Background: an optimization exercise with open tools, aiming at small area and a short achievable clock period. Do not read the settings as production practice.
Function was checked by simulation only, so behaviour that the tests miss may differ from the original.
Power figures rest on the tool's default switching activity, not on a simulated workload.

## matrix_mul
module matrix_mul
#(
  parameter int N  = matrix_mul_pkg::N,
  parameter int DW = matrix_mul_pkg::DW,
  parameter int OW = matrix_mul_pkg::OW
) (
  input  logic              clk,
  input  logic              rst_n,
  input  logic              in_valid,
  input  logic [N*N*DW-1:0] a_i,
  input  logic [N*N*DW-1:0] b_i,
  output logic              out_valid,
  output logic [N*N*OW-1:0] y_o
);
Size: about 390 I/O pins.
Settings: LEC_CHECK=0, CAP_MARGIN=20, CORE_MARGIN=2, CORE_UTILIZATION=40, SETUP_SLACK_MARGIN=2.9, SLEW_MARGIN=20, SYNTH_HIERARCHICAL=1, SYNTH_MINIMUM_KEEP_SIZE=0; clock period 5.5 ns.
standard.sh (not shown) runs the stock make flow with config.mk's settings and CLKGATE_MAP_FILE= SYNTH_SCRIPT=/design/flow/synth_recipe.tcl, a recipe that flattens the netlist after the stock synthesis.
==> flow/flow/run.sh <==
#!/bin/bash
export BUFFER_PORTS_ARGS="-buffer_cell sky130_fd_sc_hd__buf_4"
bash standard.sh > standard.log 2>&1
Change:
==> flow/flow/run.sh (replaced) <==
#!/bin/bash
export BUFFER_PORTS_ARGS="-buffer_cell sky130_fd_sc_hd__buf_2"
bash standard.sh > standard.log 2>&1
Settings changed: SETUP_SLACK_MARGIN 2.9 to 3.2.
After rerunning: Critical path depth stays the same. Routed wire length rises by a quarter to a third. Core utilization rises by 5.5 points. Power rises by a few percent. Cell area rises by roughly a tenth. Die area does not change. Setup slack is better by 240 ps. Maximum frequency rises by roughly a tenth. Non-clock buffer count rises by 170. Final cell count rises by a few percent. Register-to-register slack is worse by 30 ps.
Change:
==> flow/run.sh (new file) <==
#!/bin/bash
# synth_recipe.tcl (not shown) runs the flow's synth.tcl, then flattens the netlist and writes it again
# the make line also repeats each setting of config.mk as NAME=value (left out here)
make -C /OpenROAD-flow-scripts/flow DESIGN_CONFIG=/design/flow/config.mk WORK_HOME=/design/flow/orfs CLKGATE_MAP_FILE= SYNTH_SCRIPT=/design/flow/synth_recipe.tcl finish
Settings changed: SETUP_SLACK_MARGIN 3.2 to not set.
removed: flow/flow/run.sh
removed: flow/standard.sh
=> Total power went down by a few percent. Non-clock buffer count went down by 83. Count of clock-buffer cells in the layout went up by 1.
Change:
==> flow/flow/run.sh (new file) <==
#!/bin/bash
export BUFFER_PORTS_ARGS="-buffer_cell sky130_fd_sc_hd__buf_2"
bash standard.sh > standard.log 2>&1
==> flow/standard.sh (new file) <==
#!/bin/bash
# synth_recipe.tcl (not shown) runs the flow's synth.tcl, then flattens the netlist and writes it again
# the make line also repeats each setting of config.mk as NAME=value (left out here)
make -C /OpenROAD-flow-scripts/flow DESIGN_CONFIG=/design/flow/config.mk WORK_HOME=/design/flow/orfs CLKGATE_MAP_FILE= SYNTH_SCRIPT=/design/flow/synth_recipe.tcl "${@:-finish}"
Settings changed: SETUP_SLACK_MARGIN set to 2.9.
removed: flow/run.sh
Outcome: Die area does not change; register-to-register slack gains 20 ps; final area goes down slightly; core utilization went down by 0.31 points.

---

== try-garnet ==
matrix_mul, a different RTL version from the one above (not shown whole).
For scale: roughly 3300 cells after synthesis, about 920 flip-flops.
export LEC_CHECK = 0
export CAP_MARGIN = 20
export CORE_MARGIN = 2
export CORE_UTILIZATION = 40
export CTS_CLUSTER_DIAMETER = 100
export CTS_CLUSTER_SIZE = 30
export SETUP_SLACK_MARGIN = 3.25
export SLEW_MARGIN = 20
export SYNTH_HIERARCHICAL = 1
export SYNTH_MINIMUM_KEEP_SIZE = 0
create_clock -name core_clock -period 5.5 [get_ports {clk}]
==> flow/flow/run.sh <==
#!/bin/bash
# The standard layout (standard.sh), except that the port buffers that
# buffer_ports inserts are buf_4 instead of the default cell (a slow delay buffer).
# Each tool's full output goes to standard.log in this folder.
export BUFFER_PORTS_ARGS="-buffer_cell sky130_fd_sc_hd__buf_4"
bash standard.sh > standard.log 2>&1
### try-garnet -> try-xenon
# try-garnet
export LEC_CHECK = 0
export CAP_MARGIN = 20
export CORE_MARGIN = 2
export CORE_UTILIZATION = 40
export CTS_CLUSTER_DIAMETER = 100
export CTS_CLUSTER_SIZE = 30
export SETUP_SLACK_MARGIN = 3.25
export SLEW_MARGIN = 20
export SYNTH_HIERARCHICAL = 1
export SYNTH_MINIMUM_KEEP_SIZE = 0
create_clock -name core_clock -period 5.5 [get_ports {clk}]
# try-xenon
export LEC_CHECK = 0
export CAP_MARGIN = 20
export CORE_MARGIN = 2
export CORE_UTILIZATION = 68
export CTS_CLUSTER_DIAMETER = 100
export CTS_CLUSTER_SIZE = 24
export SETUP_SLACK_MARGIN = 3.25
export SLEW_MARGIN = 20
export SYNTH_HIERARCHICAL = 1
export SYNTH_MINIMUM_KEEP_SIZE = 0
create_clock -name core_clock -period 5.5 [get_ports {clk}]
==> flow/flow/run.sh <==
#!/bin/bash
# The standard layout (standard.sh), with the port buffers that buffer_ports
# inserts chosen here instead of its default cell (a slow delay buffer): buf_4 on
# the inputs (each drives 16 gates), buf_2 on the outputs.
# Each tool's full output goes to standard.log in this folder.
cat > inbuf.tcl <<'EOT'
buffer_ports -inputs -buffer_cell sky130_fd_sc_hd__buf_4
EOT
export PRE_GLOBAL_PLACE_TCL=$PWD/inbuf.tcl
export BUFFER_PORTS_ARGS="-outputs -buffer_cell sky130_fd_sc_hd__buf_2"
bash standard.sh > standard.log 2>&1
Results
try-xenon | stages: all done | timing, DRC, antenna: all pass. Between try-garnet and try-xenon, the difference in residual overflow from global routing is negligible. Leakage power figure went down by a few percent going from try-garnet to try-xenon. On total power, try-garnet loses to try-xenon. try-xenon: die extent in y 23% below try-garnet. Max capacitance violation total: try-garnet vs try-xenon identical. try-xenon against try-garnet: total wire length fell about 8%, register-to-register slack moved up, non-clock buffer count fell by 130, final worst setup slack rose 0.060 ns. | total routing usage reported by global routing | lower: try-garnet |. Re area share of xor/xnor cells in the synthesized design: no difference whatsoever between try-garnet and try-xenon.
For try-cedar, these inputs were changed with respect to try-xenon:
==> flow/flow/run.sh <==
#!/bin/bash
# The standard layout (standard.sh), with the port buffers chosen here instead
# of buffer_ports' default cell (a slow delay buffer): buf_2 on the outputs, placed
# with the rest at global placement, and buf_4 on the inputs (each drives 16
# gates), added right after global placement so that the timing-driven placer's
# remove_buffers does not take them out again.
# Each tool's full output goes to standard.log in this folder.
export BUFFER_PORTS_ARGS="-outputs -buffer_cell sky130_fd_sc_hd__buf_2"
export POST_GLOBAL_PLACE_TCL=$PWD/flow/inbuf.tcl
bash standard.sh > standard.log 2>&1
==> flow/flow/inbuf.tcl (new file) <==
# Buffer every input port (the standard flow buffers them at global placement,
# where this flow buffers only the outputs, with a smaller cell).
buffer_ports -inputs -buffer_cell sky130_fd_sc_hd__buf_4
Notes after the runs:
Summary of try-cedar over try-xenon: final-layout clock buffer total now larger, number of global-route vias before repair now larger, register-to-register slack now smaller, worst setup margin now smaller.
try-cedar does worse than try-xenon on total power.
In the tables for try-cedar and try-xenon, worst supply voltage drop on vdd reads higher with try-xenon.
Sequential share of layout area | try-cedar below try-xenon
On final instance area, try-cedar does worse than try-xenon.
In try-cedar, combinational power is higher than in try-xenon.
Against try-xenon, number of instances resized during post-cts repair in try-cedar fell by more than 10%.
For try-willow, these inputs were changed with respect to try-cedar:
# try-cedar
export LEC_CHECK = 0
export CAP_MARGIN = 20
export CORE_MARGIN = 2
export CORE_UTILIZATION = 68
export CTS_CLUSTER_DIAMETER = 100
export CTS_CLUSTER_SIZE = 24
export SETUP_SLACK_MARGIN = 3.25
export SLEW_MARGIN = 20
export SYNTH_HIERARCHICAL = 1
export SYNTH_MINIMUM_KEEP_SIZE = 0
create_clock -name core_clock -period 5.5 [get_ports {clk}]
# try-willow
export LEC_CHECK = 0
export CAP_MARGIN = 20
export CORE_MARGIN = 2
export CORE_UTILIZATION = 60
export CTS_CLUSTER_DIAMETER = 100
export CTS_CLUSTER_SIZE = 24
export SETUP_SLACK_MARGIN = 3.25
export SLEW_MARGIN = 20
export SYNTH_HIERARCHICAL = 1
export SYNTH_MINIMUM_KEEP_SIZE = 0
create_clock -name core_clock -period 5.5 [get_ports {clk}]
==> flow/flow/run.sh <==
#!/bin/bash
# The standard layout (standard.sh), except that the port buffers that
# buffer_ports inserts are buf_4 instead of the default cell (a slow delay buffer).
# Each tool's full output goes to standard.log in this folder.
export BUFFER_PORTS_ARGS="-buffer_cell sky130_fd_sc_hd__buf_4"
bash standard.sh > standard.log 2>&1
removed: flow/flow/inbuf.tcl
Findings:
Note that the die footprint recorded for try-cedar amounts to 0.884 times the value seen in try-willow.
In the metrics for try-cedar and try-willow, the one carrying the lower wire length is try-cedar.
try-willow: PASS, flow complete, no timing, DRC or antenna violations
try-cedar completed every stage of the flow, and the final layout passed the timing, DRC and antenna checks.
[try-willow] fraction of layout instances using a drive strength above 1 rose 0.29 points relative to try-cedar
[compare] base=try-cedar new=try-willow: overall fraction of global-route tracks in use rose 0.23 points, count of fill cells added during filler insertion rose 27%.
Diff try-cedar -> try-willow: relative contribution of the clock network to total power has decreased; shortest clock period the worst path allows after layout has decreased; worst path setup slack after routing shows an increase of 0.014 ns.
Run comparison: try-cedar uppermost layer routed met4; try-willow uppermost layer routed met5
Changes in try-sierra relative to try-willow:
# try-willow
export LEC_CHECK = 0
export CAP_MARGIN = 20
export CORE_MARGIN = 2
export CORE_UTILIZATION = 60
export CTS_CLUSTER_DIAMETER = 100
export CTS_CLUSTER_SIZE = 24
export SETUP_SLACK_MARGIN = 3.25
export SLEW_MARGIN = 20
export SYNTH_HIERARCHICAL = 1
export SYNTH_MINIMUM_KEEP_SIZE = 0
create_clock -name core_clock -period 5.5 [get_ports {clk}]
# try-sierra
export LEC_CHECK = 0
export CAP_MARGIN = 20
export CORE_MARGIN = 2
export CORE_UTILIZATION = 40
export CTS_CLUSTER_DIAMETER = 100
export CTS_CLUSTER_SIZE = 24
export SETUP_SLACK_MARGIN = 3.25
export SLEW_MARGIN = 20
export SYNTH_HIERARCHICAL = 1
export SYNTH_MINIMUM_KEEP_SIZE = 0
create_clock -name core_clock -period 5.5 [get_ports {clk}]
## What came out
- try-sierra against try-willow: maximum frequency dropped 1.5%, data arrival time of the critical path comparable.
- Every stage of the flow completed for try-sierra, and the final layout passed the timing, DRC and antenna checks.
- [diff] total detailed-routing wirelength, try-sierra relative to try-willow: improvement
- Power of the combinational group of try-willow is on par with try-sierra.
Changes in try-raven relative to try-sierra:
# try-sierra
export LEC_CHECK = 0
export CAP_MARGIN = 20
export CORE_MARGIN = 2
export CORE_UTILIZATION = 40
export CTS_CLUSTER_DIAMETER = 100
export CTS_CLUSTER_SIZE = 24
export SETUP_SLACK_MARGIN = 3.25
export SLEW_MARGIN = 20
export SYNTH_HIERARCHICAL = 1
export SYNTH_MINIMUM_KEEP_SIZE = 0
create_clock -name core_clock -period 5.5 [get_ports {clk}]
# try-raven
export LEC_CHECK = 0
export CAP_MARGIN = 20
export CORE_MARGIN = 2
export CORE_UTILIZATION = 68
export CTS_CLUSTER_DIAMETER = 100
export CTS_CLUSTER_SIZE = 24
export SETUP_SLACK_MARGIN = 3.35
export SLEW_MARGIN = 20
export SYNTH_HIERARCHICAL = 1
export SYNTH_MINIMUM_KEEP_SIZE = 0
create_clock -name core_clock -period 5.5 [get_ports {clk}]
==> comparison <==
In the reports for try-raven and try-sierra, the smaller met1 usage belongs to try-sierra. On fraction of layout cells with a size suffix above 1: try-raven sits above try-sierra. Compared with try-sierra, try-raven shows a lower share of cell area taken by flip-flops and latches. try-raven against try-sierra; routed wire length is up slightly. Relative to try-sierra, die area decreased by about 40% in try-raven. Slack of the critical path came out lower on try-raven than on try-sierra.

port drivers added, routing unchanged:
In the flow no input, the clock included, has a driving cell. The finished layouts below were timed again as built, in two steps. Step 1 assumes that a clkbuf_16 drives the clock port and a buf_2 every other input. Step 2 adds t to the input delays and takes it off the output delays; t is the mean of the earliest and latest rising clock arrival at the registers after step 1. Input paths then give back, and output paths get back, about the clock's delay inside the block. a / b / c = ideal / step 1 / step 2; a / b = the first two.
run | t (ns) | setup WS [ns] | worst setup path after step 2 | worst register clock-pin slew, ns | worst data-port slew with drivers (ns)
the first run of note 1 | 0.714 | 2.909 / 2.921 / 2.208 | input to register | 0.06 / 0.06 | 0.09
the second run of note 1 | 0.726 | 3.153 / 2.969 / 2.243 | input to register | 0.07 / 0.07 | 0.29
the third run of note 1 | 0.728 | 1.885 / 1.907 / 1.179 | input to register | 0.07 / 0.07 | 0.08
the fourth run of note 1 | 0.709 | 2.901 / 2.931 / 2.222 | input to register | 0.07 / 0.07 | 0.09
try-garnet | 0.681 | 3.166 / 3.166 / 2.728 | input to register | 0.12 / 0.12 | 0.12
try-xenon | 0.675 | 3.226 / 3.219 / 2.595 | input to register | 0.10 / 0.10 | 0.64
try-cedar | 0.683 | 3.187 / 3.187 / 2.742 | input to register | 0.10 / 0.10 | 0.07
try-willow | 0.678 | 3.201 / 3.185 / 2.716 | input to register | 0.10 / 0.10 | 0.08
try-sierra | 0.722 | 3.166 / 3.166 / 2.708 | input to register | 0.11 / 0.11 | 0.12
try-raven | 0.673 | 3.156 / 3.156 / 2.655 | input to register | 0.10 / 0.10 | 0.06
After both steps setup and hold are still met in every run listed. The setup slack of the second run of note 1, which loses most, moves by -0.184 ns with the drivers and by -0.910 ns with both steps.
